Background: an optimization exercise with open tools, aiming at a short achievable clock period and few clock cycles. Do not read the settings as production practice. In this exercise RTL edits were held to simulation tests only and were not proved equivalent to the original. Power is estimated from default activity; no workload was simulated.

==> flow/design.v <==
module mm_stream_engine #(
    parameter int N          = 4,
    parameter int DW         = 8,
    parameter int BRAM_DEPTH = 32
) (
    input  logic                                      clk,
    input  logic                                      rst,
    input  logic                                      start,
    input  logic [$clog2(BRAM_DEPTH):0]               rows,
    output logic                                      busy,
    output logic                                      done,
    output logic                                      b_rd_en,
    output logic [$clog2(N)-1:0]                      b_rd_addr,
    input  logic [N*DW-1:0]                           b_rd_data,
    output logic                                      a_rd_en,
    output logic [$clog2(BRAM_DEPTH)-1:0]             a_rd_addr,
    input  logic [N*DW-1:0]                           a_rd_data,
    output logic                                      c_wr_en,
    output logic [$clog2(BRAM_DEPTH)-1:0]             c_wr_addr,
    output logic [N*(2*DW+$clog2(N))-1:0]             c_wr_data
);
    localparam int AW = $clog2(BRAM_DEPTH);
    localparam int NB = $clog2(N);
    localparam int RW = 2 * DW + NB;    
    localparam int MW = DW + 4;         
    logic          r_busy, r_done;
    logic [AW:0]   r_dc;        
    logic [AW:0]   r_left;      
    logic [AW-1:0] r_ra;
    logic [NB-1:0] r_rb;
    logic [2:0]    r_bcap;      
    logic          w_accept, w_hit, w_busy_nxt;
    logic [AW:0]   w_rows_c;
    assign w_accept   = !r_busy && !r_done && start;
    assign w_rows_c   = rows[AW] ? (AW+1)'(BRAM_DEPTH) : rows;
    assign w_hit      = (r_dc == (AW+1)'(2**(AW+1) - 4));
    assign w_busy_nxt = w_accept || (r_busy && !w_hit);
    always_ff @(posedge clk or posedge rst) begin
        if (rst) begin
            r_busy <= 1'b0;
            r_done <= 1'b0;
            r_ra   <= '0;
            r_rb   <= '0;
            r_bcap <= '0;
        end else begin
            r_busy <= w_busy_nxt;
            r_done <= r_busy && w_hit;
            r_ra   <= w_busy_nxt ? r_ra + AW'(1) : '0;
            r_rb   <= !w_busy_nxt ? '0 : (r_rb == NB'(N - 1)) ? r_rb : r_rb + NB'(1);
            r_bcap <= {r_bcap[1:0], w_accept};
        end
    end
    always_ff @(posedge clk) begin
        r_dc   <= w_accept ? w_rows_c : r_dc - (AW+1)'(1);
        r_left <= w_accept ? w_rows_c : (r_left != '0) ? r_left - (AW+1)'(1) : r_left;
    end
    assign busy      = r_busy;
    assign done      = r_done;
    assign a_rd_en   = 1'b1;
    assign b_rd_en   = 1'b1;
    assign a_rd_addr = r_ra;
    assign b_rd_addr = r_rb;
    logic [DW-1:0]   r_b0  [N];
    logic [DW+1:0]   r_b0x3[N];
    logic [DW-1:0]   r_b1  [N];
    logic [DW+1:0]   r_b1x3[N];
    logic [DW-1:0]   r_b2  [N];
    logic [DW+1:0]   r_b2x3[N];
    always_ff @(posedge clk) begin
        for (int j = 0; j < N; j++) begin
            if (r_bcap[0]) begin
                r_b0[j]   <= b_rd_data[j*DW +: DW];
                r_b0x3[j] <= (DW+2)'(b_rd_data[j*DW +: DW]) + {1'b0, b_rd_data[j*DW +: DW], 1'b0};
            end
            if (r_bcap[1]) begin
                r_b1[j]   <= b_rd_data[j*DW +: DW];
                r_b1x3[j] <= (DW+2)'(b_rd_data[j*DW +: DW]) + {1'b0, b_rd_data[j*DW +: DW], 1'b0};
            end
            if (r_bcap[2]) begin
                r_b2[j]   <= b_rd_data[j*DW +: DW];
                r_b2x3[j] <= (DW+2)'(b_rd_data[j*DW +: DW]) + {1'b0, b_rd_data[j*DW +: DW], 1'b0};
            end
        end
    end
    function automatic logic [MW-1:0] tsel(input logic [MW*8-1:0] t, input logic [3:0] m);
        logic [MW-1:0] e [16];
        e[0]  = '0;
        e[1]  = t[0*MW +: MW];
        e[2]  = t[0*MW +: MW] << 1;
        e[3]  = t[1*MW +: MW];
        e[4]  = t[0*MW +: MW] << 2;
        e[5]  = t[2*MW +: MW];
        e[6]  = t[1*MW +: MW] << 1;
        e[7]  = t[3*MW +: MW];
        e[8]  = t[0*MW +: MW] << 3;
        e[9]  = t[4*MW +: MW];
        e[10] = t[2*MW +: MW] << 1;
        e[11] = t[5*MW +: MW];
        e[12] = t[1*MW +: MW] << 2;
        e[13] = t[6*MW +: MW];
        e[14] = t[3*MW +: MW] << 1;
        e[15] = t[7*MW +: MW];
        tsel = m[3] ? (m[2] ? (m[1] ? (m[0] ? e[15] : e[14]) : (m[0] ? e[13] : e[12]))
                            : (m[1] ? (m[0] ? e[11] : e[10]) : (m[0] ? e[9]  : e[8])))
                    : (m[2] ? (m[1] ? (m[0] ? e[7]  : e[6])  : (m[0] ? e[5]  : e[4]))
                            : (m[1] ? (m[0] ? e[3]  : e[2])  : (m[0] ? e[1]  : e[0])));
    endfunction
    function automatic logic [MW*8-1:0] odd_mults(input logic [DW-1:0] a);
        logic [MW-1:0] x;
        x = MW'(a);
        odd_mults = {(x << 4) - x,               
                     (x << 3) + (x << 2) + x,    
                     (x << 3) + (x << 1) + x,    
                     (x << 3) + x,               
                     (x << 3) - x,               
                     (x << 2) + x,               
                     (x << 1) + x,               
                     x};                         
    endfunction
    function automatic logic [2*RW-1:0] csa(input logic [RW-1:0] x, input logic [RW-1:0] y,
                                            input logic [RW-1:0] z);
        logic [RW-1:0] cs, cc;
        cs  = x ^ y ^ z;
        cc  = ((x & y) | (x & z) | (y & z)) << 1;
        csa = {cc, cs};
    endfunction
    function automatic logic [RW-1:0] pp4(input logic [1:0] d, input logic [DW-1:0] b,
                                          input logic [DW+1:0] b3, input int i);
        case (d)
            2'd0: pp4 = '0;
            2'd1: pp4 = RW'(b) << (2*i);
            2'd2: pp4 = RW'({b, 1'b0}) << (2*i);
            default: pp4 = RW'(b3) << (2*i);
        endcase
    endfunction
    logic            r_v1;
    logic [AW-1:0]   r_ad1, r_ad0;
    logic [N*DW-1:0] r_a1;
    always_ff @(posedge clk or posedge rst) begin
        if (rst) r_v1 <= 1'b0;
        else     r_v1 <= r_busy && (r_left != '0);
    end
    always_ff @(posedge clk) begin
        r_ad0 <= r_ra;
        r_ad1 <= r_ad0;
        r_a1  <= a_rd_data;
    end
    logic [RW-1:0] w_s1_s[N], w_s1_c[N];
    always_comb begin
        logic [RW-1:0]   pp[4];
        logic [2*RW-1:0] t;
        for (int j = 0; j < N; j++) begin
            for (int i = 0; i < 4; i++) pp[i] = pp4(r_a1[2*i +: 2], r_b0[j], r_b0x3[j], i);
            t = csa(pp[0], pp[1], pp[2]);
            t = csa(t[RW-1:0], t[2*RW-1:RW], pp[3]);
            w_s1_s[j] = t[RW-1:0];
            w_s1_c[j] = t[2*RW-1:RW];
        end
    end
    logic            r_v2;
    logic [AW-1:0]   r_ad2;
    logic [RW-1:0]   r_s2_s[N], r_s2_c[N];
    logic [3*DW-1:0] r_a2;         
    always_ff @(posedge clk or posedge rst) begin
        if (rst) r_v2 <= 1'b0;
        else     r_v2 <= r_v1;
    end
    always_ff @(posedge clk) begin
        r_ad2 <= r_ad1;
        for (int j = 0; j < N; j++) begin
            r_s2_s[j] <= w_s1_s[j];
            r_s2_c[j] <= w_s1_c[j];
        end
        r_a2 <= r_a1[N*DW-1:DW];
    end
    logic [RW-1:0] w_p1[N][4];
    always_comb begin
        for (int j = 0; j < N; j++)
            for (int i = 0; i < 4; i++) w_p1[j][i] = pp4(r_a2[2*i +: 2], r_b1[j], r_b1x3[j], i);
    end
    logic            r_v3;
    logic [AW-1:0]   r_ad3;
    logic [RW-1:0]   r_s3_s[N], r_s3_c[N];
    logic [RW-1:0]   r_p1[N][4];
    logic [DW-1:0]   r_a3;         
    logic [MW*8-1:0] r_t3;         
    always_ff @(posedge clk or posedge rst) begin
        if (rst) r_v3 <= 1'b0;
        else     r_v3 <= r_v2;
    end
    always_ff @(posedge clk) begin
        r_ad3 <= r_ad2;
        for (int j = 0; j < N; j++) begin
            r_s3_s[j] <= r_s2_s[j];
            r_s3_c[j] <= r_s2_c[j];
            for (int i = 0; i < 4; i++) r_p1[j][i] <= w_p1[j][i];
        end
        r_a3 <= r_a2[DW +: DW];
        r_t3 <= odd_mults(r_a2[2*DW +: DW]);
    end
    logic [RW-1:0] w_s3_s[N], w_s3_c[N];
    logic [RW-1:0] w_p2[N][4];
    logic [MW-1:0] w_q_lo[N], w_q_hi[N];
    always_comb begin
        logic [2*RW-1:0] t, u;
        for (int j = 0; j < N; j++) begin
            t = csa(r_s3_s[j], r_s3_c[j], r_p1[j][0]);
            u = csa(r_p1[j][1], r_p1[j][2], r_p1[j][3]);
            t = csa(t[RW-1:0], t[2*RW-1:RW], u[RW-1:0]);
            t = csa(t[RW-1:0], t[2*RW-1:RW], u[2*RW-1:RW]);
            w_s3_s[j] = t[RW-1:0];
            w_s3_c[j] = t[2*RW-1:RW];
            for (int i = 0; i < 4; i++) w_p2[j][i] = pp4(r_a3[2*i +: 2], r_b2[j], r_b2x3[j], i);
            w_q_lo[j] = tsel(r_t3, b_rd_data[j*DW +: 4]);
            w_q_hi[j] = tsel(r_t3, b_rd_data[j*DW + 4 +: 4]);
        end
    end
    logic            r_v4;
    logic [AW-1:0]   r_ad4;
    logic [RW-1:0]   r_s4_s[N], r_s4_c[N];
    logic [RW-1:0]   r_p2[N][4];
    logic [MW-1:0]   r_q_lo[N], r_q_hi[N];
    always_ff @(posedge clk or posedge rst) begin
        if (rst) r_v4 <= 1'b0;
        else     r_v4 <= r_v3;
    end
    always_ff @(posedge clk) begin
        r_ad4 <= r_ad3;
        for (int j = 0; j < N; j++) begin
            r_s4_s[j] <= w_s3_s[j];
            r_s4_c[j] <= w_s3_c[j];
            for (int i = 0; i < 4; i++) r_p2[j][i] <= w_p2[j][i];
            r_q_lo[j] <= w_q_lo[j];
            r_q_hi[j] <= w_q_hi[j];
        end
    end
    logic [RW-1:0] w_s4_s[N], w_s4_c[N];
    always_comb begin
        logic [2*RW-1:0] t, u, v;
        for (int j = 0; j < N; j++) begin
            t = csa(r_s4_s[j], r_s4_c[j], r_p2[j][0]);
            u = csa(r_p2[j][1], r_p2[j][2], r_p2[j][3]);
            v = csa(t[RW-1:0], t[2*RW-1:RW], u[RW-1:0]);
            t = csa(u[2*RW-1:RW], RW'(r_q_lo[j]), RW'(r_q_hi[j]) << 4);
            u = csa(v[RW-1:0], v[2*RW-1:RW], t[RW-1:0]);
            v = csa(u[RW-1:0], u[2*RW-1:RW], t[2*RW-1:RW]);
            w_s4_s[j] = v[RW-1:0];
            w_s4_c[j] = v[2*RW-1:RW];
        end
    end
    logic            r_v5;
    logic [AW-1:0]   r_ad5;
    logic [RW-1:0]   r_s5_s[N], r_s5_c[N];
    always_ff @(posedge clk or posedge rst) begin
        if (rst) r_v5 <= 1'b0;
        else     r_v5 <= r_v4;
    end
    always_ff @(posedge clk) begin
        r_ad5 <= r_ad4;
        for (int j = 0; j < N; j++) begin
            r_s5_s[j] <= w_s4_s[j];
            r_s5_c[j] <= w_s4_c[j];
        end
    end
    logic            r_v6;
    logic [AW-1:0]   r_ad6;
    logic [RW-1:0]   r_res[N];
    always_ff @(posedge clk or posedge rst) begin
        if (rst) r_v6 <= 1'b0;
        else     r_v6 <= r_v5;
    end
    always_ff @(posedge clk) begin
        r_ad6 <= r_ad5;
        for (int j = 0; j < N; j++) r_res[j] <= r_s5_s[j] + r_s5_c[j];
    end
    assign c_wr_en   = r_v6;
    assign c_wr_addr = r_ad6;
    always_comb begin
        for (int j = 0; j < N; j++) c_wr_data[j*RW +: RW] = r_res[j];
    end
endmodule
==> flow/run.sh <==
#!/bin/bash
# synth_recipe.tcl (not shown) runs the flow's synth.tcl, then flattens the netlist and writes it again
# the make line also repeats each setting of config.mk as NAME=value (left out here)
make -C /OpenROAD-flow-scripts/flow DESIGN_CONFIG=/design/flow/config.mk WORK_HOME=/design/flow/orfs CLKGATE_MAP_FILE= SYNTH_SCRIPT=/design/flow/synth_recipe.tcl finish
==> flow/config.mk <==
export PLATFORM = sky130hd
export DESIGN_NAME = mm_stream_engine
export DESIGN_NICKNAME = mm_stream_engine
export VERILOG_FILES = /design/flow/design.v
export SDC_FILE = /design/flow/constraint.sdc
export NUM_CORES = 4
export LEC_CHECK = 0
export ABC_CLOCK_PERIOD_IN_PS = 2600
export CAP_MARGIN = 20
export CORE_MARGIN = 2
export CORE_UTILIZATION = 30
export PLACE_DENSITY = 0.4
export SETUP_SLACK_MARGIN = 3.9
export SLEW_MARGIN = 20
==> flow/constraint.sdc <==
create_clock -name core_clock -period 6.5 [get_ports {clk}]
set_input_delay 1.3000 -clock core_clock [delete_from_list [all_inputs] [get_ports {clk}]]
set_output_delay 1.3000 -clock core_clock [all_outputs]
set_load 0.01 [all_outputs]
==> results of run 1 <==
-- final timing paths --
path,start,endpoint,slack (ns),depth (start not counted)
min in group asynchronous,rst,r_ra[4],0.98,2
hold / removal,r_s2_s[0][3],r_s3_s[0][3],0.30,0
hold reg to reg,r_s2_s[0][3],r_s3_s[0][3],0.30,0
max in group asynchronous,rst,r_bcap[1],4.97,2
setup reg to reg,r_s4_s[1][9],r_s5_s[1][9],3.82,8
setup / recovery,r_s4_s[1][9],r_s5_s[1][9],3.82,8
-- per-stage QoR --
stage | hold WS (ns) | power, mW | utilization (%)
detailed placement | 0.312 | 27.2 | 32.3
floorplan | 0.310 | 20.4 | -
global route | 0.318 | 38.6 | 35.5
global placement | 0.310 | 27.1 | 32.3
finish | 0.305 | 36.1 | 35.5
CTS | 0.307 | 36.9 | 35.3
-- placed cells by master, fill, tap and decap left out, types with 55 or more instances in the layout --
| cell | count |
|---|---|
| dfxtp_1 | 1061 |
| inv_1 | 543 |
| fa_1 | 440 |
| mux2_2 | 419 |
| nand2_1 | 403 |
| ha_1 | 339 |
| mux4_2 | 235 |
| o21ai_0 | 233 |
| edfxtp_1 | 210 |
| a22o_1 | 193 |
| clkbuf_16 | 175 |
| buf_4 | 119 |
| nor2_1 | 118 |
| a21oi_1 | 113 |
| xnor2_1 | 88 |
| dfxtp_2 | 76 |
| mux2i_1 | 75 |
| buf_6 | 72 |
| nor2b_1 | 71 |
| and3_1 | 58 |
| and2_1 | 55 |
-- flip-flops by register name, summed over array words and instances (netlist names), 44 cells and up --
name,count
r_p2,160
r_s4_c,56
r_s5_c,64
r_s2_c,44
r_p1,160
r_s5_s,72
r_s3_c,44
r_res,72
r_s2_s,64
r_q_hi,48
r_t3,72
r_q_lo,48
r_s4_s,68
r_s3_s,64
-- report_power, final --
group / switching, mW / internal [mW] / leakage [nW] / total [mW]
Combinational: 7.83 / 6.09 / 19.1 / 13.9
Clock: 3.82 / 5.57 / 2.72 / 9.39
Sequential: 1.69 / 11.1 / 11.7 / 12.8
Total: 13.3 / 22.7 / 33.5 / 36.1
-- area by class of cell --
| class | count | area, µm² | area share (%) |
|---|---|---|---|
| Multi-Input combinational cell | 3284 | 35300 | 44.3 |
| Sequential cell | 1369 | 29700 | 37.3 |
| Clock buffer | 258 | 4960 | 6.21 |
| Tap cell | 2992 | 3740 | 4.69 |
| Timing Repair Buffer | 335 | 3320 | 4.16 |
| Inverter | 563 | 2150 | 2.69 |
| Clock inverter | 48 | 546 | 0.684 |
| Antenna cell | 14 | 35.0 | 0.0439 |
-- worst max-delay path, stage by stage, from the launching register on --
cell	delay (ns)
dfxtp_2	0.32
inv_2	0.03
fa_1	0.55
inv_2	0.06
fa_1	0.53
inv_1	0.07
fa_1	0.49
inv_1	0.06
fa_2	0.51
-- logic make-up (layout without fill, tap and decap cells) --
logic type	after synthesis	in the layout	share of synthesized area (%)
DFF	1369	1369	43.7
and+or+nand+nor	830	834	5.72
other	1	16	0.00553
adders and majority gates	818	818	20.2
AOI/OAI and AO/OA	780	780	7.87
muxes	729	729	15.9
buffers and inverters	885	1204	5.07
xor gates and xnor gates	121	121	1.56
-- timing repair --
| item | in CTS | in global routing |
|---|---|---|
| setup endpoints to repair | 350 | 171 |
| gates resized for setup | 545 | 83 |
| gates cloned | 10 | 3 |
| pin swaps | 35 | 41 |
| setup buffers | 68 | 16 |
-- layer usage --
layer | vias up | wire length, µm | global-route usage [%] | part of all wire (%)
met1 | 22400 | 93700 | 24.3 | 41
met5 | - | 17 | 0 | 0.0074
met4 | 2 | 7880 | 6.28 | 3.4
met3 | 383 | 10400 | 2.66 | 4.5
li1 | 19500 | - | - | -
met2 | 1199 | 119000 | 35.6 | 51
-- cell usage after synthesis, drive strengths merged, types with 14 or more instances --
cell	instances	area (µm²)
dfxtp	1141	22800
a22oi	31	233
a21o	26	195
clkbuf	209	786
a22o	193	1690
and2	55	344
xor2	27	236
ha	358	4480
o21ai	246	1230
nor2	120	450
buf	113	539
nor2b	84	533
mux4	235	5290
xnor2	94	823
nand2	403	1510
a211oi	29	218
mux2i	75	751
o21bai	14	105
mux2	419	4720
nor3	22	110
o211ai	14	110
o21a	16	120
inv	561	2110
a21oi	117	586
fa	460	9210
nand3	22	110
a221o	14	140
and3	58	363
edfxtp	210	6310
dfrtp	18	450
nand2b	20	125
==> results.txt, run 1 <==
drt wl/cell=26.0 µm; clock latency on the worst-skew pair=0.83 ns; post-synthesis sequential area ratio=43.7%; critical path arrival=3.43 ns; status=no timing/DRC/antenna violations; Max-Cap Viols=0; Req. time, crit path=7.25 ns; Worst-path clk slew=0.06 ns; Syn. warnings=39; hold crit path type=flop to flop; WS Path Type=flop to flop; placed wire-length estimate=157000 µm; first-pass GRT wire length=330000 µm; worst setup margin=3.82 ns; Lkg Pwr=33.5 nW; Final min period=2.68 ns; register bit total from synthesis=1369; CTS Buffer Depth=3; dpl cells=8446; area grow syn2layout=17.7%; Mean Syn Cell Area=12.2 µm²; FFs w/ async S/R, synth=1.31%; Layout fillers=22100; Via Count=43600; post-route cell area=79800 µm²; overall routing resource usage=19.8%; H-tree depth=4; vias in the first global route=45900; ANT nets after route=0; worst-path fanout max=1; row count=174; TritonCTS Buffers=167; gr ovfl total=0; Setup TNS=0 ns; CTS tree=done; # DRC=0; Pwr Density=452 nW/µm²; fin nets=6611; Die Wd=479 µm; placed cell area=72600 µm²; Fin. Hold Viols=0; DRT Pass-1 Iters=5; Worst setup SP type=flop; Mapped Cells=5533; Slew @ Worst Pin=1.25 ns; CP Capture Type=flop; Clock Tree Root=clkbuf_16; relative slew slack=16.8%; largest net degree at the start of global routing=69; I/O pins=162; Peak VDD IR=450 µV; Main synth FF type=dfxtp_1; Netlist Area Pre-Place=67800 µm²; fin. max-slew vios=0; crit share post-route=41.2%; DIE HEIGHT=479 µm; post-synthesis cell type count=80; final wirelength=231000 µm; Final setup viols=0; core area=225000 µm²; DR vias/cell=4.92; fin cells=8863; clk sinks=1369; CTS Hold Bufs=0; dpl ws=2.24 ns; EDFF count, synth=210; RSZ-0062 raised after global routing=true; Initial Util=30.2%; worst clock skew=0.0362 ns; GP Congestion=0.821; number of port buffers=159; die area=230000 µm²; fmax=374 MHz; initial antenna violation count=31; Iter 0 DRT Violations=2990; layout cells sized above 1=23.9%
Testbench counts, summed over its fixed seeds: cycles 2,878.
==> inputs of run 2 (changes only) <==
--- a/flow/config.mk
+++ b/flow/config.mk
@@ -5,10 +5,10 @@
 export SDC_FILE = /design/flow/constraint.sdc
 export NUM_CORES = 4
 export LEC_CHECK = 0
-export ABC_CLOCK_PERIOD_IN_PS = 2600
+export ABC_CLOCK_PERIOD_IN_PS = 2300
 export CAP_MARGIN = 20
 export CORE_MARGIN = 2
 export CORE_UTILIZATION = 30
 export PLACE_DENSITY = 0.4
-export SETUP_SLACK_MARGIN = 3.9
+export SETUP_SLACK_MARGIN = 4.15
 export SLEW_MARGIN = 20
==> results.txt, run 2 <==
vias in the first global route=46000 (was 45900); Pwr Density=450 nW/µm² (was 452 nW/µm²); Post-Synth Adder-Cell Area=20.2% (unchanged); worst r2r src=r_s4_s[3][9] (was r_s4_s[1][9]); FFs w/ async S/R, synth=1.31% (unchanged); layout cells sized above 1=28.2% (was 23.9%); Switch Pwr=13.4 mW (was 13.3 mW); Final min period=2.74 ns (was 2.68 ns); most common cell after layout, fill and taps aside=dfxtp_1 (unchanged); Setup TNS=0 ns (unchanged); # DRC=0 (unchanged); Initial Util=30.2% (unchanged); post-synthesis cell type count=80 (unchanged); Lkg Pwr=34.2 nW (was 33.5 nW); most common cell in the netlist=dfxtp_1 (unchanged); final wirelength=234000 µm (was 231000 µm); Worst setup SP type=flop (unchanged); drt wl/cell=26.3 µm (was 26.0 µm); fin nets=6662 (was 6611); Synth area leader=dfxtp_1 (unchanged); DR WL met3=10100 µm (was 10400 µm); largest net degree at the start of global routing=65 (was 69); Via Count=43700 (was 43600); gr ovfl total=0 (unchanged); complex-gate fraction of the synthesized area=7.87% (unchanged); RSZ-0062 raised after global routing=true (unchanged); CP Capture Type=flop (unchanged); row count=174 (unchanged); Iter 0 DRT Violations=2995 (was 2990); largest family of logic cells by synthesized area=adder cells (unchanged); CP top delay family=adder cells (unchanged); Fin. Hold Viols=0 (unchanged); crit share post-route=42.1% (was 41.2%); ANT nets after route=0 (unchanged); most frequent cells in the layout=dfxtp_1, inv_1, nand2_1, mux2_2, fa_1 (was dfxtp_1, inv_1, fa_1); WP depth=8 (unchanged); worst-path fanout max=1 (unchanged); post-synthesis sequential area ratio=43.7% (unchanged); dpl ws=2.33 ns (was 2.24 ns); Final setup viols=0 (unchanged); H-tree depth=4 (unchanged); Clk network pwr share=26.9% (was 26.0%); Tot Pwr=36.8 mW (was 36.1 mW); CTS Hold Bufs=0 (unchanged); worst setup margin=3.76 ns (was 3.82 ns); hold path endpoint=r_s3_s[0][6] (was r_s3_s[0][3]); EDFF count, synth=210 (unchanged); hold crit path type=flop to flop (unchanged); worst clock skew=0.0370 ns (was 0.0362 ns); critical path arrival=3.48 ns (was 3.43 ns); placed wire-length estimate=157000 µm (about the same); largest cells by area after synthesis=dfxtp_1, fa_1, edfxtp_1 (unchanged); Main synth FF type=dfxtp_1 (unchanged); WS Path Type=flop to flop (unchanged); area fraction of the dominant cell type after synthesis=33.7% (unchanged); DRT Pass-1 Iters=6 (was 5); Combinational Power Share=38.5% (was 38.6%); status=no timing/DRC/antenna violations (unchanged); Post-Synth XOR/XNOR Area=1.56% (unchanged); cells on worst reg2reg path=8 (unchanged); clock latency on the worst-skew pair=0.81 ns (was 0.83 ns); simple-gate share of the synthesized area=5.72% (unchanged); TritonCTS Buffers=167 (unchanged); core area=225000 µm² (unchanged); clk sinks=1369 (unchanged); hold_sp=r_s2_s[0][6] (was r_s2_s[0][3]); CP peak stage delay=0.57 ns (was 0.55 ns); mux contribution to synthesized area=15.9% (unchanged); initial antenna violation count=23 (was 31); area grow syn2layout=20.7% (was 17.7%); internal power=23.4 mW (was 22.7 mW); Netlist Area Pre-Place=67800 µm² (unchanged); Clock Tree Root=clkbuf_16 (unchanged); fin. max-slew vios=0 (unchanged); DR vias/cell=4.91 (was 4.92); Layout fillers=21800 (was 22100); die area=230000 µm² (unchanged); I/O pins=162 (unchanged); WHS Path Cells=0 (unchanged); first-pass GRT wire length=334000 µm (was 330000 µm); largest registers=r_p1 x160, r_p2 x160 (unchanged); Max-Cap Viols=0 (unchanged); fmax=365 MHz (was 374 MHz); critical path's slowest cell=fa_2 (was fa_1); Synth top cells by count=dfxtp_1, inv_1, fa_1, mux2_2, nand2_1 (unchanged); CTS tree=done (unchanged); relative slew slack=23.1% (was 16.8%); top sig layer=met5 (unchanged); M1 wire length=97300 µm (was 93700 µm); switch share=36.4% (was 37.0%); Req. time, crit path=7.24 ns (was 7.25 ns); sequential power share=34.7% (was 35.4%); GP Congestion=0.806 (was 0.821); CTS Buffer Depth=3 (unchanged); met2 WL=119000 µm (about the same); register bit total from synthesis=1369 (unchanged); Die Wd=479 µm (unchanged); WP buf/inv=4 (unchanged); Mapped Cells=5533 (unchanged); Mean Syn Cell Area=12.2 µm² (unchanged); R2R Setup Slk=3.76 ns (was 3.82 ns); Peak VDD IR=276 µV (was 450 µV); critical-path cell list=inv_2 > fa_2 > inv_2 > fa_2 > inv_2 > fa_2 > inv_2 > fa_2 (was inv_2 > fa_1 > inv_2 > fa_1 > inv_1 > fa_1 > inv_1 > fa_2); DIE HEIGHT=479 µm (unchanged); Worst-path clk slew=0.06 ns (about the same); Syn. warnings=39 (unchanged); number of port buffers=159 (unchanged); RR Endpoint=r_s5_s[3][9] (was r_s5_s[1][9]); Slew @ Worst Pin=1.15 ns (was 1.25 ns); overall routing resource usage=20.1% (was 19.8%)
## run 2: changes by cell type in the layout (fill, tap and decap cells not counted), moves of 14 or more
cell,before,now
inv_1,543,505
inv_2,11,45
fa_2,20,74
dfxtp_2,76,106
o21ai_1,8,22
mux2_4,0,17
fa_1,440,386
o21ai_0,233,215
buf_4,119,141
buf_12,25,45
mux2_2,419,402
clkbuf_1,53,36
dfxtp_1,1061,1022
## run 2: how the worst max path moves through the flow
stage	slack (ns)	start	to
floorplan	3.53	b_rd_data[10]	r_b0x3[1][7]
global placement	2.36	b_rd_data[2]	r_b1x3[0][7]
detailed placement	2.33	b_rd_data[2]	r_b2x3[0][7]
CTS	3.74	r_ra[2]	a_rd_addr[2]
global route	3.71	r_s4_c[3][9]	r_s5_s[3][9]
finish	3.76	r_s4_s[3][9]	r_s5_s[3][9]
## run 2: power by group through the flow
stage          registers, mW  logic [mW]  clock network (mW)
5_1_grt                 13.0        16.0                10.5
4_1_cts                 12.8        14.4                10.2
2_1_floorplan           12.1        8.30                   0
6_report                12.8        14.2                9.89
3_3_place_gp            12.9        13.8                   0
3_5_place_dp            12.9        13.7                   0
## run 2: kinds of logic after synthesis
group           after synthesis
simple gates                830
mux                         729
compound gates              780
fa+ha+maj                   818
other cells                   1
buf+inv                     885
flops                      1369
xor+xnor                    121
## run 2: layout make-up
type | instances | area, µm² | area share [%]
flip-flops and latches | 1369 | 29800 | 36.4
clock inverters | 68 | 842 | 1.03
inverters | 563 | 2160 | 2.64
clock buffers | 243 | 5010 | 6.13
well taps | 2992 | 3740 | 4.58
multi-input cells | 3283 | 35900 | 44.0
diodes | 9 | 22.5 | 0.0275
repair buffers | 387 | 4260 | 5.20
## run 2: per-stage QoR
step	hold WS (ns)	std cells	util, %	cell area, µm²
after floorplan	0.309	5534	-	68700
after global placement	0.310	8449	32.4	72800
after detailed placement	0.312	8449	32.4	72800
after CTS	0.302	8870	35.9	80700
after global routing	0.306	8906	36.4	81700
final	0.303	8914	36.4	81800
## run 2: what timing repair did
action	in CTS	in global routing
gates cloned	19	6
gates resized for setup	748	175
setup endpoints to repair	450	268
pin swaps	84	78
setup buffers	91	29
## run 2: layer usage
layer,vias up,global-route usage (%)
met3,366,2.91
met4,2,6.85
li1,19600,-
met5,-,0
met2,1204,35.4
met1,22500,24.9
## run 2: worst reg2reg max path: stages (launching register included)
cell and delay (ns):
dfxtp_2 0.32, inv_2 0.04, fa_2 0.56, inv_2 0.06, fa_2 0.57, inv_2 0.05
fa_2 0.52, inv_2 0.04, fa_2 0.52
==> inputs of run 3 (changes only) <==
--- a/flow/design.v
+++ b/flow/design.v
@@ -199,10 +199,11 @@
         r_t3 <= odd_mults(r_a2[2*DW +: DW]);
     end
     logic [RW-1:0] w_s3_s[N], w_s3_c[N];
-    logic [RW-1:0] w_p2[N][4];
+    logic [RW-1:0] w_p2_s[N], w_p2_c[N];
     logic [MW-1:0] w_q_lo[N], w_q_hi[N];
     always_comb begin
         logic [2*RW-1:0] t, u;
+        logic [RW-1:0]   pp[4];
         for (int j = 0; j < N; j++) begin
             t = csa(r_s3_s[j], r_s3_c[j], r_p1[j][0]);
             u = csa(r_p1[j][1], r_p1[j][2], r_p1[j][3]);
@@ -210,7 +211,11 @@
             t = csa(t[RW-1:0], t[2*RW-1:RW], u[2*RW-1:RW]);
             w_s3_s[j] = t[RW-1:0];
             w_s3_c[j] = t[2*RW-1:RW];
-            for (int i = 0; i < 4; i++) w_p2[j][i] = pp4(r_a3[2*i +: 2], r_b2[j], r_b2x3[j], i);
+            for (int i = 0; i < 4; i++) pp[i] = pp4(r_a3[2*i +: 2], r_b2[j], r_b2x3[j], i);
+            t = csa(pp[0], pp[1], pp[2]);
+            t = csa(t[RW-1:0], t[2*RW-1:RW], pp[3]);
+            w_p2_s[j] = t[RW-1:0];
+            w_p2_c[j] = t[2*RW-1:RW];
             w_q_lo[j] = tsel(r_t3, b_rd_data[j*DW +: 4]);
             w_q_hi[j] = tsel(r_t3, b_rd_data[j*DW + 4 +: 4]);
         end
@@ -218,7 +223,7 @@
     logic            r_v4;
     logic [AW-1:0]   r_ad4;
     logic [RW-1:0]   r_s4_s[N], r_s4_c[N];
-    logic [RW-1:0]   r_p2[N][4];
+    logic [RW-1:0]   r_p2_s[N], r_p2_c[N];
     logic [MW-1:0]   r_q_lo[N], r_q_hi[N];
     always_ff @(posedge clk or posedge rst) begin
         if (rst) r_v4 <= 1'b0;
@@ -229,23 +234,22 @@
         for (int j = 0; j < N; j++) begin
             r_s4_s[j] <= w_s3_s[j];
             r_s4_c[j] <= w_s3_c[j];
-            for (int i = 0; i < 4; i++) r_p2[j][i] <= w_p2[j][i];
+            r_p2_s[j] <= w_p2_s[j];
+            r_p2_c[j] <= w_p2_c[j];
             r_q_lo[j] <= w_q_lo[j];
             r_q_hi[j] <= w_q_hi[j];
         end
     end
     logic [RW-1:0] w_s4_s[N], w_s4_c[N];
     always_comb begin
-        logic [2*RW-1:0] t, u, v;
-        for (int j = 0; j < N; j++) begin
-            t = csa(r_s4_s[j], r_s4_c[j], r_p2[j][0]);
-            u = csa(r_p2[j][1], r_p2[j][2], r_p2[j][3]);
-            v = csa(t[RW-1:0], t[2*RW-1:RW], u[RW-1:0]);
-            t = csa(u[2*RW-1:RW], RW'(r_q_lo[j]), RW'(r_q_hi[j]) << 4);
-            u = csa(v[RW-1:0], v[2*RW-1:RW], t[RW-1:0]);
-            v = csa(u[RW-1:0], u[2*RW-1:RW], t[2*RW-1:RW]);
-            w_s4_s[j] = v[RW-1:0];
-            w_s4_c[j] = v[2*RW-1:RW];
+        logic [2*RW-1:0] t, u;
+        for (int j = 0; j < N; j++) begin
+            t = csa(r_s4_s[j], r_s4_c[j], r_p2_s[j]);
+            u = csa(r_p2_c[j], RW'(r_q_lo[j]), RW'(r_q_hi[j]) << 4);
+            t = csa(t[RW-1:0], t[2*RW-1:RW], u[RW-1:0]);
+            t = csa(t[RW-1:0], t[2*RW-1:RW], u[2*RW-1:RW]);
+            w_s4_s[j] = t[RW-1:0];
+            w_s4_c[j] = t[2*RW-1:RW];
         end
     end
     logic            r_v5;
==> results.txt, run 3 <==
Via Count=42000 (was 43700); vias in the first global route=43900 (was 46000); core area=215000 µm² (was 225000 µm²); hold_ws=0.320 ns (was 0.303 ns); Pwr Density=442 nW/µm² (was 450 nW/µm²); Fin. Hold Viols=0 (unchanged); most common cell after layout, fill and taps aside=dfxtp_1 (unchanged); initial antenna violation count=28 (was 23); clock latency on the worst-skew pair=0.81 ns (about the same); fmax=376 MHz (was 365 MHz); most frequent cells in the layout=dfxtp_1, fa_1, mux2_2 (was dfxtp_1, inv_1, nand2_1, mux2_2, fa_1); Main synth FF type=dfxtp_1 (unchanged); most common cell in the netlist=dfxtp_1 (unchanged); area grow syn2layout=20.4% (was 20.7%); worst-path fanout max=3 (was 1); layout cells sized above 1=27.0% (was 28.2%); Clock Tree Root=clkbuf_16 (unchanged); fin. max-slew vios=0 (unchanged); Peak VDD IR=246 µV (was 276 µV); Req. time, crit path=5.20 ns (was 7.24 ns); GP Congestion=0.834 (was 0.806); Worst setup SP type=flop (unchanged); Mapped Cells=5101 (was 5533); placed wire-length estimate=153000 µm (was 157000 µm); Final min period=2.66 ns (was 2.74 ns); Slew @ Worst Pin=1.25 ns (was 1.15 ns); crit share post-route=40.9% (was 42.1%); clk sinks=1317 (was 1369); Worst-path clk slew=0.05 ns (was 0.06 ns); first-pass GRT wire length=330000 µm (was 334000 µm); footprint of the multi-input gates=34800 µm² (was 35900 µm²); # DRC=0 (unchanged); CP Capture Type=output pin (was flop); worst clock skew=0.0279 ns (was 0.0370 ns); WS Path Type=flop to output pin (was flop to flop); Synth top cells by count=dfxtp_1, fa_1, mux2_2, nand2_1, ha_1 (was dfxtp_1, inv_1, fa_1, mux2_2, nand2_1); die area=220000 µm² (was 230000 µm²); EDFF count, synth=210 (unchanged); relative slew slack=16.5% (was 23.1%); RSZ-0062 raised after global routing=true (unchanged); critical-path cell list=buf_2 (was inv_2 > fa_2 > inv_2 > fa_2 > inv_2 > fa_2 > inv_2 > fa_2); CP peak stage delay=0.40 ns (was 0.57 ns); final wirelength=236000 µm (was 234000 µm); H-tree depth=4 (unchanged); CTS tree=done (unchanged); Storage cell area=28700 µm² (was 29800 µm²); post-layout util=36.4% (about the same); Max-Cap Viols=0 (unchanged); register bit total from synthesis=1317 (was 1369); ANT nets after route=0 (unchanged); Biggest register=r_p1; largest net degree at the start of global routing=69 (was 65); Synth area leader=dfxtp_1 (unchanged); hold crit path type=flop to flop (unchanged); overall routing resource usage=20.8% (was 20.1%); Die Wd=469 µm (was 479 µm); Syn. warnings=42 (was 39); Final setup viols=0 (unchanged); number of port buffers=159 (unchanged); FFs w/ async S/R, synth=1.37% (was 1.31%); Iter 0 DRT Violations=3599 (was 2995); CTS Hold Bufs=0 (unchanged); post-synthesis sequential area ratio=43.9% (was 43.7%); DIE HEIGHT=469 µm (was 479 µm); area fraction of the dominant cell type after synthesis=33.5% (was 33.7%); Setup TNS=0 ns (unchanged); Mean Syn Cell Area=12.7 µm² (was 12.2 µm²); critical path arrival=1.36 ns (was 3.48 ns); CP top delay family=flip-flops (was adder cells); Lkg Pwr=32.6 nW (was 34.2 nW); I/O pins=162 (unchanged); TritonCTS Buffers=155 (was 167); drt wl/cell=28.4 µm (was 26.3 µm); row count=170 (was 174); largest cells by area after synthesis=dfxtp_1, fa_1, edfxtp_1 (unchanged); critical path's slowest cell=dfrtp_1 (was fa_2); WP buf/inv=1 (was 4); CTS Buffer Depth=3 (unchanged); DR vias/cell=5.05 (was 4.91); post-synthesis cell type count=65 (was 80); Initial Util=30.2% (about the same); gr ovfl total=0 (unchanged); Layout fillers=20900 (was 21800); Netlist Area Pre-Place=65000 µm² (was 67800 µm²); max reg flops=160; DRT Pass-1 Iters=6 (unchanged); status=no timing/DRC/antenna violations (unchanged); fin nets=6210 (was 6662)
-- run 3: changes by cell type in the layout (fill, tap and decap cells not counted), sizes merged, moves of 19 or more --
cell	delta
dfxtp	-52
nand2	-27
nor2	-30
a22o	+19
inv	-270
ha	-23
-- run 3: layout make-up --
cell class	count	share of cell area [%]
diodes	11	0.0352
clock buffers	234	5.92
clock inverters	53	0.964
inverters	293	1.44
multi-input cells	3165	44.5
flip-flops and latches	1317	36.7
well taps	2838	4.54
repair buffers	406	5.92
-- run 3: worst register-to-register path, delay by kind of cell, from the launching register on --
family | cells | cell delay, ns
adders and majority gates | 2 | 1.00
DFF | 1 | 0.44
buffers and inverters | 2 | 0.31
muxes | 1 | 0.31
AOI/OAI and AO/OA | 1 | 0.21
-- run 3: final timing paths --
kind / startpoint / endpoint / slack [ns] / cells past startpoint
max: r_rb[0] / b_rd_addr[0] / 3.84 / 1
min in group asynchronous: rst / r_v1 / 0.92 / 2
max in group asynchronous: rst / r_bcap[2] / 5.03 / 2
min: r_a1[29] / r_a2[21] / 0.32 / 0
min reg2reg: r_a1[29] / r_a2[21] / 0.32 / 0
max reg2reg: r_a3[4] / r_p2_s[3][6] / 4.10 / 6
-- run 3: logic make-up (layout without fill, tap and decap cells) --
kind of cell    after synthesis  count (layout)  share of synthesized area, %
other cells                   1              13                       0.00577
mux                         725             725                          16.5
xor+xnor                    136             136                          1.83
buf+inv                     622             986                          3.78
fa+ha+maj                   799             799                          20.7
flops                      1317            1317                          43.9
compound gates              755             755                          7.88
simple gates                746             748                          5.34
-- run 3: stage by stage --
step	instance area [µm²]	power [mW]	setup slack, ns	instances
global route	78200	36.7	3.77	8306
floorplan	65900	19.3	3.70	5102
global placement	69700	25.6	2.61	7850
finish	78200	34.6	3.84	8317
CTS	77000	35.0	3.76	8247
detailed placement	69700	25.5	2.57	7850
-- run 3: metal layers --
metal | track usage [%] | wire length, µm | vias up
li1 | - | - | 18400
met1 | 26.1 | 98200 | 21700
met2 | 35.3 | 115000 | 1440
met3 | 4.11 | 14400 | 383
met4 | 7.52 | 9030 | 8
met5 | 0 | 42 | -
-- run 3: repair_timing --
action	CTS	global route
resized for setup	632	125
endpoints found under the setup margin	410	203
setup buffers	88	48
cloned	22	11
pin swaps	38	83
-- run 3: power breakdown --
part           total [mW]  switching [mW]  internal, mW
Combinational        12.7            6.89          5.80
Clock                9.12            3.74          5.38
Sequential           12.8            1.97          10.8
Total                34.6            12.6          22.0
Testbench counts of run 3, summed over its fixed seeds: cycles 2,878.
==> inputs of run 4 (changes only) <==
--- a/flow/config.mk
+++ b/flow/config.mk
@@ -8,7 +8,7 @@
 export ABC_CLOCK_PERIOD_IN_PS = 2300
 export CAP_MARGIN = 20
 export CORE_MARGIN = 2
-export CORE_UTILIZATION = 30
-export PLACE_DENSITY = 0.4
+export CORE_UTILIZATION = 40
+export PLACE_DENSITY = 0.5
 export SETUP_SLACK_MARGIN = 4.15
 export SLEW_MARGIN = 20
==> results.txt, run 4 <==
clock latency on the worst-skew pair=0.79 ns (was 0.81 ns); sequential power share=37.3% (was 36.9%); critical path's slowest cell=dfrtp_1 (unchanged); die area=166000 µm² (was 220000 µm²); worst clock skew=0.0350 ns (was 0.0279 ns); largest cells by area after synthesis=dfxtp_1, fa_1, edfxtp_1 (unchanged); DIE HEIGHT=407 µm (was 469 µm); H-tree depth=4 (unchanged); cells on worst reg2reg path=6 (unchanged); WS Path Type=flop to output pin (unchanged); Initial Util=40.4% (was 30.2%); CTS Buffer Depth=3 (unchanged); Setup TNS=0 ns (unchanged); Lkg Pwr=32.9 nW (was 32.6 nW); TritonCTS Buffers=153 (was 155); GP Congestion=0.838 (was 0.834); worst-path fanout max=2 (was 3); max reg flops=160 (unchanged); R2R Setup Slk=4.09 ns (was 4.10 ns); Synth area leader=dfxtp_1 (unchanged); most common cell in the netlist=dfxtp_1 (unchanged); Fin. Hold Viols=0 (unchanged); post-synthesis sequential area ratio=43.9% (unchanged); Via Count=42100 (was 42000); clk sinks=1317 (unchanged); Clk network pwr share=27.0% (was 26.4%); CP Capture Type=output pin (unchanged); number of port buffers=159 (unchanged); WP depth=1 (unchanged); RR Endpoint=r_p2_s[0][8] (was r_p2_s[3][6]); WP buf/inv=1 (unchanged); EDFF count, synth=210 (unchanged); Mean Syn Cell Area=12.7 µm² (unchanged); Switch Pwr=12.0 mW (was 12.6 mW); largest net degree at the start of global routing=69 (unchanged); register bit total from synthesis=1317 (unchanged); CTS tree=done (unchanged); Final min period=2.63 ns (was 2.66 ns); Critical Path Sink=a_rd_addr[3] (was b_rd_addr[0]); layout cells sized above 1=27.8% (was 27.0%); Pwr Density=435 nW/µm² (was 442 nW/µm²); Slew @ Worst Pin=1.16 ns (was 1.25 ns); I/O pins=162 (unchanged); first-pass GRT wire length=304000 µm (was 330000 µm); fin nets=6229 (was 6210); area grow syn2layout=19.7% (was 20.4%); most frequent cells in the layout=dfxtp_1, fa_1, mux2_2 (unchanged); relative slew slack=22.5% (was 16.5%); core area=161000 µm² (was 215000 µm²); CP peak stage delay=0.40 ns (about the same); Combinational Power Share=35.8% (was 36.7%); drt wl/cell=28.5 µm (was 28.4 µm); Mapped Cells=5101 (unchanged); vias in the first global route=42800 (was 43900); Main synth FF type=dfxtp_1 (unchanged); switch share=35.3% (was 36.5%); Synth top cells by count=dfxtp_1, fa_1, mux2_2, nand2_1, ha_1 (unchanged); status=no timing/DRC/antenna violations (unchanged); most common cell after layout, fill and taps aside=dfxtp_1 (unchanged); Clock Tree Root=clkbuf_16 (unchanged); Worst setup SP type=flop (unchanged); Syn. warnings=42 (unchanged); row count=147 (was 170); DR vias/cell=5.50 (was 5.05); placed wire-length estimate=141000 µm (was 153000 µm); CP top delay family=flip-flops (unchanged); Final setup viols=0 (unchanged); Worst-path clk slew=0.06 ns (was 0.05 ns); hold crit path type=flop to flop (unchanged); RSZ-0062 raised after global routing=true (unchanged); initial antenna violation count=15 (was 28); internal power=21.9 mW (was 22.0 mW); ANT nets after route=0 (unchanged); Peak VDD IR=306 µV (was 246 µV); hold_ws=0.313 ns (was 0.320 ns); area fraction of the dominant cell type after synthesis=33.5% (unchanged); worst r2r src=r_a3[4] (unchanged); gr ovfl total=0 (unchanged); critical path arrival=1.33 ns (was 1.36 ns); crit share post-route=40.4% (was 40.9%); fin. max-slew vios=0 (unchanged); overall routing resource usage=25.7% (was 20.8%); DRT Pass-1 Iters=5 (was 6); Biggest register=r_p1 (unchanged); final wirelength=218000 µm (was 236000 µm); Die Wd=407 µm (was 469 µm); FFs w/ async S/R, synth=1.37% (unchanged); Iter 0 DRT Violations=3559 (was 3599); fmax=381 MHz (was 376 MHz); post-synthesis cell type count=65 (unchanged); Netlist Area Pre-Place=65000 µm² (unchanged); critical-path cell list=buf_2 (unchanged); Req. time, crit path=5.20 ns (about the same); Layout fillers=14300 (was 20900); Max-Cap Viols=0 (unchanged); # DRC=0 (unchanged); Critical Path Source=r_ra[3] (was r_rb[0])
[run 4: cell count changes in the layout (fill, tap and decap cells not counted), sizes merged]
cell / delta
buf: +20
diode: -7
clkbuf: -19
clkdlybuf4s15: +2
dlygate4sd2: -4
clkinv: +15
dlymetal6s2s: +1
inv: +7
clkinvlp: -7
clkdlybuf4s50: +1
bufbuf: -3
bufinv: +6
[run 4: worst min-delay path by stage]
stage                to  slack (ns)      from  depth (start not counted)
2_1_floorplan  r_a2[17]        0.31  r_a1[25]                          0
3_3_place_gp   r_ad2[3]        0.31  r_ad1[3]                          0
3_5_place_dp    r_a3[6]        0.31  r_a2[14]                          0
4_1_cts        r_a2[15]        0.31  r_a1[23]                          0
5_1_grt         r_a2[4]        0.32  r_a1[12]                          0
6_report       r_a2[15]        0.31  r_a1[23]                          0
[run 4: cell families after synthesis]
group	after synthesis	synth area share, %
fa+ha+maj	799	20.7
buf+inv	622	3.78
mux	725	16.5
simple gates	746	5.34
flops	1317	43.9
other cells	1	0.00577
xor+xnor	136	1.83
compound gates	755	7.88
[run 4: layer usage]
metal	global-route usage, %	vias up	routed length (µm)
met3	4.75	417	15000
met4	9.34	8	9000
met2	41.7	1688	102000
met1	34.2	21500	91900
met5	0	-	50
li1	-	18400	-
[run 4: cell type report]
class | count | area [µm²] | share of cell area [%]
Antenna cell | 4 | 10.0 | 0.0129
Clock inverter | 74 | 916 | 1.18
Sequential cell | 1317 | 28700 | 36.9
Timing Repair Buffer | 427 | 4970 | 6.39
Clock buffer | 211 | 4470 | 5.75
Inverter | 293 | 1110 | 1.42
Tap cell | 2160 | 2700 | 3.47
Multi-Input combinational cell | 3165 | 34900 | 44.9
[run 4: power groups by stage]
stage	Clock [mW]	Combinational (mW)	Sequential, mW
after floorplan	0	7.35	11.9
after global placement	0	11.7	12.7
after detailed placement	0	11.8	12.7
after CTS	9.33	12.2	12.6
after global routing	9.66	13.6	12.8
final	9.13	12.1	12.6
[run 4: timing repair]
item                                    in CTS  in global routing
endpoints found under the hold margin        0                  0
setup buffers                               93                 54
endpoints found under the setup margin     412                231
resized for setup                          689                157
pin swaps                                   47                 99
gates cloned                                22                 15
hold buffers                                 0                  0
[run 4: stage by stage]
stage | utilization [%] | instances | setup WS (ns) | area (µm²) | power (mW)
2_1_floorplan | - | 5102 | 3.70 | 65900 | 19.3
3_3_place_gp | 42.8 | 7178 | 2.45 | 68900 | 24.4
3_5_place_dp | 42.8 | 7178 | 2.45 | 68900 | 24.5
4_1_cts | 47.5 | 7578 | 3.78 | 76400 | 34.1
5_1_grt | 48.3 | 7647 | 3.82 | 77800 | 36.1
6_report | 48.4 | 7651 | 3.87 | 77800 | 33.9
==> inputs of run 5 (changes only) <==
--- a/flow/config.mk
+++ b/flow/config.mk
@@ -8,7 +8,7 @@
 export ABC_CLOCK_PERIOD_IN_PS = 2300
 export CAP_MARGIN = 20
 export CORE_MARGIN = 2
-export CORE_UTILIZATION = 40
-export PLACE_DENSITY = 0.5
+export CORE_UTILIZATION = 50
+export PLACE_DENSITY = 0.6
 export SETUP_SLACK_MARGIN = 4.15
 export SLEW_MARGIN = 20
==> results.txt, run 5 <==
met1 usage=40.6% (was 34.2%); CP peak stage delay=0.39 ns (was 0.40 ns); Iter 0 DRT Violations=4778 (was 3559); GP Congestion=0.894 (was 0.838); RSZ-0062 raised after global routing=true (unchanged); H-tree depth=4 (unchanged); Mapped Cells=5101 (unchanged); CTS tree=done (unchanged); Req. time, crit path=5.20 ns (about the same); worst r2r src=r_a3[4] (unchanged); Combinational Power Share=36.4% (was 35.8%); Synth top cells by count=dfxtp_1, fa_1, mux2_2, nand2_1, ha_1 (unchanged); Top Usage Layer GRT=met2 (unchanged); die area=133000 µm² (was 166000 µm²); Max-Cap Viols=0 (unchanged); CP top delay family=flip-flops (unchanged); most common cell in the netlist=dfxtp_1 (unchanged); DRT Pass-1 Iters=5 (unchanged); most common cell after layout, fill and taps aside=dfxtp_1 (unchanged); Netlist Area Pre-Place=65000 µm² (unchanged); post-synthesis sequential area ratio=43.9% (unchanged); CTS Buffer Depth=3 (unchanged); Setup TNS=0 ns (unchanged); Initial Util=50.3% (was 40.4%); Critical Path Source=r_ra[2] (was r_ra[3]); area grow syn2layout=18.5% (was 19.7%); Fin. Hold Viols=0 (unchanged); row count=132 (was 147); largest net degree at the start of global routing=69 (unchanged); WP depth=1 (unchanged); post-synthesis cell type count=65 (unchanged); EDFF count, synth=210 (unchanged); critical path's slowest cell=dfrtp_1 (unchanged); initial antenna violation count=12 (was 15); Layout fillers=10200 (was 14300); most frequent cells in the layout=dfxtp_1, fa_1, mux2_2 (unchanged); Final min period=2.63 ns (about the same); cells on worst reg2reg path=6 (unchanged); layout cells sized above 1=27.1% (was 27.8%); worst-path fanout max=2 (unchanged); max reg flops=160 (unchanged); FFs w/ async S/R, synth=1.37% (unchanged); Worst setup SP type=flop (unchanged); Mean Syn Cell Area=12.7 µm² (unchanged); gr ovfl total=0 (unchanged); core area=129000 µm² (was 161000 µm²); hold crit path type=flop to flop (unchanged); Lkg Pwr=32.7 nW (was 32.9 nW); internal power=21.6 mW (was 21.9 mW); largest cells by area after synthesis=dfxtp_1, fa_1, edfxtp_1 (unchanged); dpl cells=6746 (was 7178); fin. max-slew vios=0 (unchanged); M2 GR Usage=49.7% (was 41.7%); RR Endpoint=r_p2_s[1][9] (was r_p2_s[0][8]); Peak VDD IR=290 µV (was 306 µV); critical path arrival=1.33 ns (about the same); Biggest register=r_p1 (unchanged); Main synth FF type=dfxtp_1 (unchanged); drt wl/cell=29.5 µm (was 28.5 µm); final wirelength=213000 µm (was 218000 µm); met3 GRT Util=6.86% (was 4.75%); R2R Setup Slk=4.09 ns (about the same); Slew @ Worst Pin=1.26 ns (was 1.16 ns); switch share=35.5% (was 35.3%); Clock Tree Root=clkbuf_16 (unchanged); fin cells=7224 (was 7651); # DRC=0 (unchanged); DIE HEIGHT=365 µm (was 407 µm); Critical Path Sink=a_rd_addr[2] (was a_rd_addr[3]); Tot Pwr=33.5 mW (was 33.9 mW); vias in the first global route=42900 (was 42800); Switch Pwr=11.9 mW (was 12.0 mW); Clk network pwr share=25.9% (was 27.0%); relative slew slack=15.9% (was 22.5%); Die Wd=365 µm (was 407 µm); status=no timing/DRC/antenna violations (unchanged); Synth area leader=dfxtp_1 (unchanged); Final setup viols=0 (unchanged); TritonCTS Buffers=147 (was 153); sequential power share=37.7% (was 37.3%); Worst-path clk slew=0.06 ns (about the same); WP buf/inv=1 (unchanged); clock latency on the worst-skew pair=0.80 ns (was 0.79 ns); Pwr Density=435 nW/µm² (about the same); I/O pins=162 (unchanged); worst clock skew=0.0309 ns (was 0.0350 ns); WS Path Type=flop to output pin (unchanged); CP Capture Type=output pin (unchanged); Syn. warnings=42 (unchanged); crit share post-route=40.4% (about the same); overall routing resource usage=31.5% (was 25.7%); ANT nets after route=0 (unchanged); placed wire-length estimate=129000 µm (was 141000 µm); DR vias/cell=5.97 (was 5.50); fmax=381 MHz (about the same); number of port buffers=159 (unchanged); clk sinks=1317 (unchanged); area fraction of the dominant cell type after synthesis=33.5% (unchanged); fin nets=6216 (was 6229); register bit total from synthesis=1317 (unchanged); critical-path cell list=buf_2 (unchanged); Via Count=43100 (was 42100); first-pass GRT wire length=299000 µm (was 304000 µm)
==> run 5: what timing repair did <==
action,CTS,global route
gates cloned,33,12
endpoints found under the setup margin,392,210
gates resized for setup,665,135
buffers inserted,98,48
pin swaps,42,89
hold buffers,0,0
==> run 5: stage by stage <==
stage / utilization (%) / hold WS (ns) / instance area, µm² / worst slack [ns]
after global routing: 59.5 / 0.322 / 77000 / 3.83
after global placement: 52.8 / 0.310 / 68200 / 2.46
after floorplan: - / 0.309 / 65900 / 3.70
after detailed placement: 52.8 / 0.312 / 68300 / 2.44
after CTS: 58.6 / 0.316 / 75800 / 3.80
final: 59.6 / 0.311 / 77000 / 3.87
==> run 5: worst min path at each step <==
stage	from	to	slack [ns]	depth (start not counted)
after floorplan	r_a1[25]	r_a2[17]	0.31	0
after CTS	r_s2_c[0][4]	r_s3_c[0][4]	0.32	0
after detailed placement	r_a1[26]	r_a2[18]	0.31	0
after global routing	r_s2_c[0][4]	r_s3_c[0][4]	0.32	0
after global placement	r_a1[29]	r_a2[21]	0.31	0
final	r_s2_c[0][4]	r_s3_c[0][4]	0.31	0
==> run 5: final cells by class <==
cell class / instances / area [µm²] / area share, %
repair buffers: 419 / 5070 / 6.58
clock inverters: 63 / 858 / 1.11
multi-input cells: 3166 / 34800 / 45.2
inverters: 293 / 1110 / 1.45
well taps: 1742 / 2180 / 2.83
flip-flops and latches: 1317 / 28700 / 37.3
clock buffers: 212 / 4260 / 5.53
diodes: 12 / 30.0 / 0.0390
==> run 5: routing by layer <==
metal	vias to the layer above	routed length, µm
met3	695	18600
met2	2323	97000
li1	18400	-
met5	-	69
met4	8	14200
met1	21700	83600
==> run 5: power by group through the flow <==
stage          Sequential [mW]  Clock (mW)  Combinational [mW]
2_1_floorplan             11.9           0                7.35
3_3_place_gp              12.6           0                11.6
3_5_place_dp              12.7           0                11.7
4_1_cts                   12.5        8.82                12.1
5_1_grt                   12.7        9.16                13.4
6_report                  12.6        8.69                12.2
==> run 5: cell families after synthesis <==
logic type / after synthesis / share of synthesized area (%)
xor gates and xnor gates: 136 / 1.83
muxes: 725 / 16.5
other: 1 / 0.00577
and+or+nand+nor: 746 / 5.34
buffers and inverters: 622 / 3.78
AOI/OAI and AO/OA: 755 / 7.88
adders and majority gates: 799 / 20.7
DFF: 1317 / 43.9
==> inputs of run 6 (changes only) <==
--- a/flow/config.mk
+++ b/flow/config.mk
@@ -8,7 +8,7 @@
 export ABC_CLOCK_PERIOD_IN_PS = 2300
 export CAP_MARGIN = 20
 export CORE_MARGIN = 2
-export CORE_UTILIZATION = 50
-export PLACE_DENSITY = 0.6
-export SETUP_SLACK_MARGIN = 4.15
+export CORE_UTILIZATION = 45
+export PLACE_DENSITY = 0.55
+export SETUP_SLACK_MARGIN = 4.0
 export SLEW_MARGIN = 20
==> results.txt, run 6 <==
status=no timing/DRC/antenna violations (unchanged); Final min period=2.69 ns (was 2.63 ns); placed cell area=68400 µm² (was 68300 µm²); Netlist Area Pre-Place=65000 µm² (unchanged); row count=139 (was 132); GP Congestion=0.850 (was 0.894); register bit total from synthesis=1317 (unchanged); die area=147000 µm² (was 133000 µm²); WP buf/inv=1 (unchanged); WS Path Type=flop to output pin (unchanged); initial antenna violation count=13 (was 12); Synth top cells by count=dfxtp_1, fa_1, mux2_2, nand2_1, ha_1 (unchanged); DR vias/cell=5.65 (was 5.97); CP Capture Type=output pin (unchanged); placed wire-length estimate=135000 µm (was 129000 µm); Biggest register=r_p1 (unchanged); H-tree depth=4 (unchanged); RSZ-0062 raised after global routing=true (unchanged); Peak VDD IR=305 µV (was 290 µV); met1 usage=35.4% (was 40.6%); Top Usage Layer GRT=met2 (unchanged); TritonCTS Buffers=149 (was 147); hold crit path type=flop to flop (unchanged); CTS tree=done (unchanged); core area=143000 µm² (was 129000 µm²); most common cell after layout, fill and taps aside=dfxtp_1 (unchanged); CTS Buffer Depth=3 (unchanged); DIE HEIGHT=384 µm (was 365 µm); crit share post-route=41.4% (was 40.4%); drt wl/cell=27.2 µm (was 29.5 µm); clock latency on the worst-skew pair=0.81 ns (was 0.80 ns); largest cells by area after synthesis=dfxtp_1, fa_1, edfxtp_1 (unchanged); M2 GR Usage=44.3% (was 49.7%); final wirelength=198000 µm (was 213000 µm); worst-path fanout max=5 (was 2); worst setup margin=3.81 ns (was 3.87 ns); Clock Tree Root=clkbuf_16 (unchanged); fmax=372 MHz (was 381 MHz); Mapped Cells=5101 (unchanged); layout cells sized above 1=24.9% (was 27.1%); Worst-path clk slew=0.06 ns (about the same); # DRC=0 (unchanged); Mean Syn Cell Area=12.7 µm² (unchanged); critical path arrival=1.39 ns (was 1.33 ns); dpl cells=6913 (was 6746); Die Wd=384 µm (was 365 µm); vias in the first global route=42100 (was 42900); post-route cell area=75000 µm² (was 77000 µm²); relative slew slack=16.3% (was 15.9%); Initial Util=45.3% (was 50.3%); Lkg Pwr=31.6 nW (was 32.7 nW); largest family of logic cells by synthesized area=adder cells (unchanged); met3 GRT Util=4.97% (was 6.86%); post-synthesis cell type count=65 (unchanged); ANT nets after route=0 (unchanged); most common cell in the netlist=dfxtp_1 (unchanged); I/O pins=162 (unchanged); CP peak stage delay=0.42 ns (was 0.39 ns); fin cells=7276 (was 7224); Slew @ Worst Pin=1.25 ns (was 1.26 ns); Pwr Density=443 nW/µm² (was 435 nW/µm²); worst clock skew=0.0248 ns (was 0.0309 ns); Tot Pwr=33.2 mW (was 33.5 mW); number of port buffers=159 (unchanged); area grow syn2layout=15.4% (was 18.5%); R2R Setup Slk=4.03 ns (was 4.09 ns); largest net degree at the start of global routing=69 (unchanged); Final setup viols=0 (unchanged); Syn. warnings=42 (unchanged); clk sinks=1317 (unchanged); hold_ws=0.309 ns (was 0.311 ns); complex-gate fraction of the synthesized area=7.88% (unchanged); Post-Synth XOR/XNOR Area=1.83% (unchanged); overall routing resource usage=26.8% (was 31.5%); Fin. Hold Viols=0 (unchanged); CP top delay family=flip-flops (unchanged); Post-Synth Adder-Cell Area=20.7% (unchanged); Synth area leader=dfxtp_1 (unchanged); critical path's slowest cell=dfrtp_1 (unchanged); Iter 0 DRT Violations=3615 (was 4778); simple-gate share of the synthesized area=5.34% (unchanged); gr ovfl total=0 (unchanged); Setup TNS=0 ns (unchanged); Req. time, crit path=5.20 ns (about the same); post-layout util=52.3% (was 59.6%); FFs w/ async S/R, synth=1.37% (unchanged); Max-Cap Viols=0 (unchanged); Worst setup SP type=flop (unchanged); mux contribution to synthesized area=16.5% (unchanged); post-synthesis sequential area ratio=43.9% (unchanged); EDFF count, synth=210 (unchanged); Main synth FF type=dfxtp_1 (unchanged); critical-path cell list=buf_2 (unchanged); Via Count=41100 (was 43100); dpl ws=2.38 ns (was 2.44 ns); fin nets=6113 (was 6216); area fraction of the dominant cell type after synthesis=33.5% (unchanged); max reg flops=160 (unchanged); fin. max-slew vios=0 (unchanged); DRT Pass-1 Iters=7 (was 5); Layout fillers=12300 (was 10200); most frequent cells in the layout=dfxtp_1, fa_1, mux2_2 (unchanged); first-pass GRT wire length=289000 µm (was 299000 µm)
-- run 6: changes by cell type in the layout (fill, tap and decap cells not counted), sizes merged, moves of 5 or more --
| cell | before | now |
|---|---|---|
| clkbuf | 227 | 222 |
| clkdlybuf4s50 | 41 | 47 |
| buf | 333 | 247 |
| bufbuf | 23 | 5 |
| clkinv | 38 | 44 |
-- run 6: final timing paths --
| check | startpoint | endpoint | cells after the start |
|---|---|---|---|
| min in group asynchronous | rst | r_bcap[1] | 2 |
| max in group asynchronous | rst | r_bcap[2] | 2 |
| min | r_ad4[3] | r_ad5[3] | 0 |
| max reg2reg | r_a2[16] | r_t3[83] | 9 |
| min reg2reg | r_ad4[3] | r_ad5[3] | 0 |
| max | r_ra[0] | a_rd_addr[0] | 1 |
-- run 6: layout make-up --
type	count	area [µm²]	share of cell area, %
Multi-Input combinational cell	3165	34400	45.9
Sequential cell	1317	28700	38.3
Clock buffer	209	4300	5.73
Timing Repair Buffer	315	3220	4.29
Tap cell	1903	2380	3.17
Inverter	293	1110	1.48
Clock inverter	66	847	1.13
Antenna cell	8	20.0	0.0267
-- run 6: power breakdown --
part / internal (mW) / leakage, nW / total, mW / switching [mW]
sequential: 10.8 / 11.3 / 12.6 / 1.80
combinational: 5.55 / 17.8 / 12.0 / 6.40
clock: 5.08 / 2.54 / 8.68 / 3.61
total: 21.4 / 31.6 / 33.2 / 11.8
-- run 6: kinds of logic (layout without fill, tap and decap cells) --
| kind of cell | Yosys count | in the layout |
|---|---|---|
| DFF | 1317 | 1317 |
| adders and majority gates | 799 | 799 |
| AOI/OAI and AO/OA | 755 | 755 |
| and+or+nand+nor | 746 | 748 |
| muxes | 725 | 725 |
| buffers and inverters | 622 | 883 |
| xor gates and xnor gates | 136 | 136 |
| other | 1 | 10 |
-- run 6: repair_timing --
item | 4_1_cts | 5_1_grt
gates resized for setup | 558 | 116
hold buffers | 0 | 0
endpoints found under the setup margin | 355 | 187
pin swaps | 7 | 23
cloned | 7 | 8
buffers inserted | 40 | 25
-- run 6: metal layers --
layer | up-vias | wire [µm]
li1 | 18200 | -
met1 | 21000 | 82200
met2 | 1590 | 95500
met3 | 370 | 13300
met4 | 4 | 6870
met5 | - | 31
==> inputs of run 7 (changes only) <==
--- a/flow/config.mk
+++ b/flow/config.mk
@@ -9,6 +9,8 @@
 export CAP_MARGIN = 20
 export CORE_MARGIN = 2
 export CORE_UTILIZATION = 45
+export CTS_CLUSTER_DIAMETER = 300
+export CTS_CLUSTER_SIZE = 20
 export PLACE_DENSITY = 0.55
-export SETUP_SLACK_MARGIN = 4.0
+export SETUP_SLACK_MARGIN = 4.15
 export SLEW_MARGIN = 20
==> results.txt, run 7 <==
placed wire-length estimate=137000 µm (was 135000 µm); layout cells sized above 1=25.3% (was 24.9%); WHS Path Cells=0 (unchanged); area grow syn2layout=14.6% (was 15.4%); worst r2r src=r_a3[3] (was r_a2[16]); critical-path cell list=buf_6 (was buf_2); number of port buffers=159 (unchanged); fmax=391 MHz (was 372 MHz); footprint of the multi-input gates=34900 µm² (was 34400 µm²); status=no timing/DRC/antenna violations (unchanged); Storage cell area=28700 µm² (about the same); CTS Hold Bufs=0 (unchanged); register bit total from synthesis=1317 (unchanged); Initial Util=45.3% (unchanged); DR vias/cell=5.76 (was 5.65); Slew @ Worst Pin=1.14 ns (was 1.25 ns); Worst setup SP type=flop (unchanged); ANT nets after route=0 (unchanged); Via Count=41700 (was 41100); Post-Synth XOR/XNOR Area=1.83% (unchanged); Biggest register=r_p1 (unchanged); Synth area leader=dfxtp_1 (unchanged); post-route cell area=74500 µm² (was 75000 µm²); most common cell after layout, fill and taps aside=dfxtp_1 (unchanged); Critical Path Source=r_ra[2] (was r_ra[0]); placed cell area=68500 µm² (was 68400 µm²); post-synthesis sequential area ratio=43.9% (unchanged); fin cells=7241 (was 7276); Final min period=2.56 ns (was 2.69 ns); EDFF count, synth=210 (unchanged); most frequent cells in the layout=dfxtp_1, fa_1, mux2_2 (unchanged); mux contribution to synthesized area=16.5% (unchanged); TritonCTS Buffers=75 (was 149); area fraction of the dominant cell type after synthesis=33.5% (unchanged); I/O pins=162 (unchanged); worst-path fanout max=2 (was 5); vias in the first global route=42400 (was 42100); post-layout util=51.9% (was 52.3%); simple-gate share of the synthesized area=5.34% (unchanged); relative slew slack=24.2% (was 16.3%); clock latency on the worst-skew pair=0.73 ns (was 0.81 ns); cells on worst reg2reg path=7 (was 9); Synth top cells by count=dfxtp_1, fa_1, mux2_2, nand2_1, ha_1 (unchanged); FFs w/ async S/R, synth=1.37% (unchanged); Fin. Hold Viols=0 (unchanged); WP depth=1 (unchanged); post-synthesis cell type count=65 (unchanged); first-pass GRT wire length=299000 µm (was 289000 µm); CP top delay family=flip-flops (unchanged); Peak VDD IR=357 µV (was 305 µV); GP Congestion=0.849 (was 0.850); critical path arrival=1.26 ns (was 1.39 ns); Mean Syn Cell Area=12.7 µm² (unchanged); largest net degree at the start of global routing=69 (unchanged); hold crit path type=flop to flop (unchanged); DRT Pass-1 Iters=5 (was 7); Mapped Cells=5101 (unchanged); overall routing resource usage=28.0% (was 26.8%); complex-gate fraction of the synthesized area=7.88% (unchanged); Iter 0 DRT Violations=3585 (was 3615); largest cells by area after synthesis=dfxtp_1, fa_1, edfxtp_1 (unchanged); CP peak stage delay=0.43 ns (was 0.42 ns); Tot Pwr=29.8 mW (was 33.2 mW); Lkg Pwr=31.3 nW (was 31.6 nW); WS Path Type=flop to output pin (unchanged); die area=147000 µm² (unchanged); gr ovfl total=0 (unchanged); Setup TNS=0 ns (unchanged); worst clock skew=0.0414 ns (was 0.0248 ns); hold_sp=r_s2_s[3][11] (was r_ad4[3]); H-tree depth=3 (was 4)
[run 7: final timing paths]
check	endpoint	slack (ns)
min in group asynchronous	r_ra[4]	1.00
min	r_s3_s[3][11]	0.32
min reg2reg	r_s3_s[3][11]	0.32
max reg2reg	r_p2_s[1][6]	4.08
max in group asynchronous	r_bcap[0]	4.98
max	a_rd_addr[2]	3.94
[run 7: stage by stage]
step	hold WS, ns	setup slack, ns
global placement	0.310	2.85
detailed placement	0.312	2.75
global route	0.325	3.88
finish	0.320	3.94
CTS	0.311	3.88
floorplan	0.309	3.70
[run 7: per-layer routing]
metal,GRT usage [%],routed length (µm)
met5,0,30
met4,11.6,9390
met3,4.53,14300
met2,45.2,98700
met1,37.5,87500
[run 7: area by class of cell]
class	instances	share of cell area, %
diodes	8	0.0269
clock buffers	117	2.76
clock inverters	7	0.151
inverters	293	1.49
multi-input cells	3165	46.8
flip-flops and latches	1317	38.6
well taps	1903	3.20
repair buffers	431	7.00
[run 7: where the power goes]
group	switching, mW	leakage (nW)	total (mW)	internal (mW)
registers	1.85	11.3	12.6	10.8
clock network	2.83	1.04	5.05	2.22
logic	6.40	19.0	12.1	5.69
[run 7: cells by family (layout without fill, tap and decap cells)]
family	Yosys count	in the layout
adder cells (fa/ha/maj)	799	799
XOR/XNOR	136	136
flip-flops	1317	1317
other	1	10
buffers and inverters	622	848
AO/OA/AOI/OAI	755	755
AND/OR/NAND/NOR	746	748
multiplexers	725	725
[run 7: what timing repair did]
item	in CTS	in global routing
gates resized for setup	709	131
cloned	32	8
pin swaps	43	84
endpoints found under the setup margin	428	214
buffers inserted	99	54

Setup slack of run 7, layout unchanged: 3.940 ns with ideal ports, 3.857 ns with driving cells assumed (clock clkbuf_16, inputs buf_2), 3.294 ns with port delays also shifted by the 0.794 ns mid clock arrival.
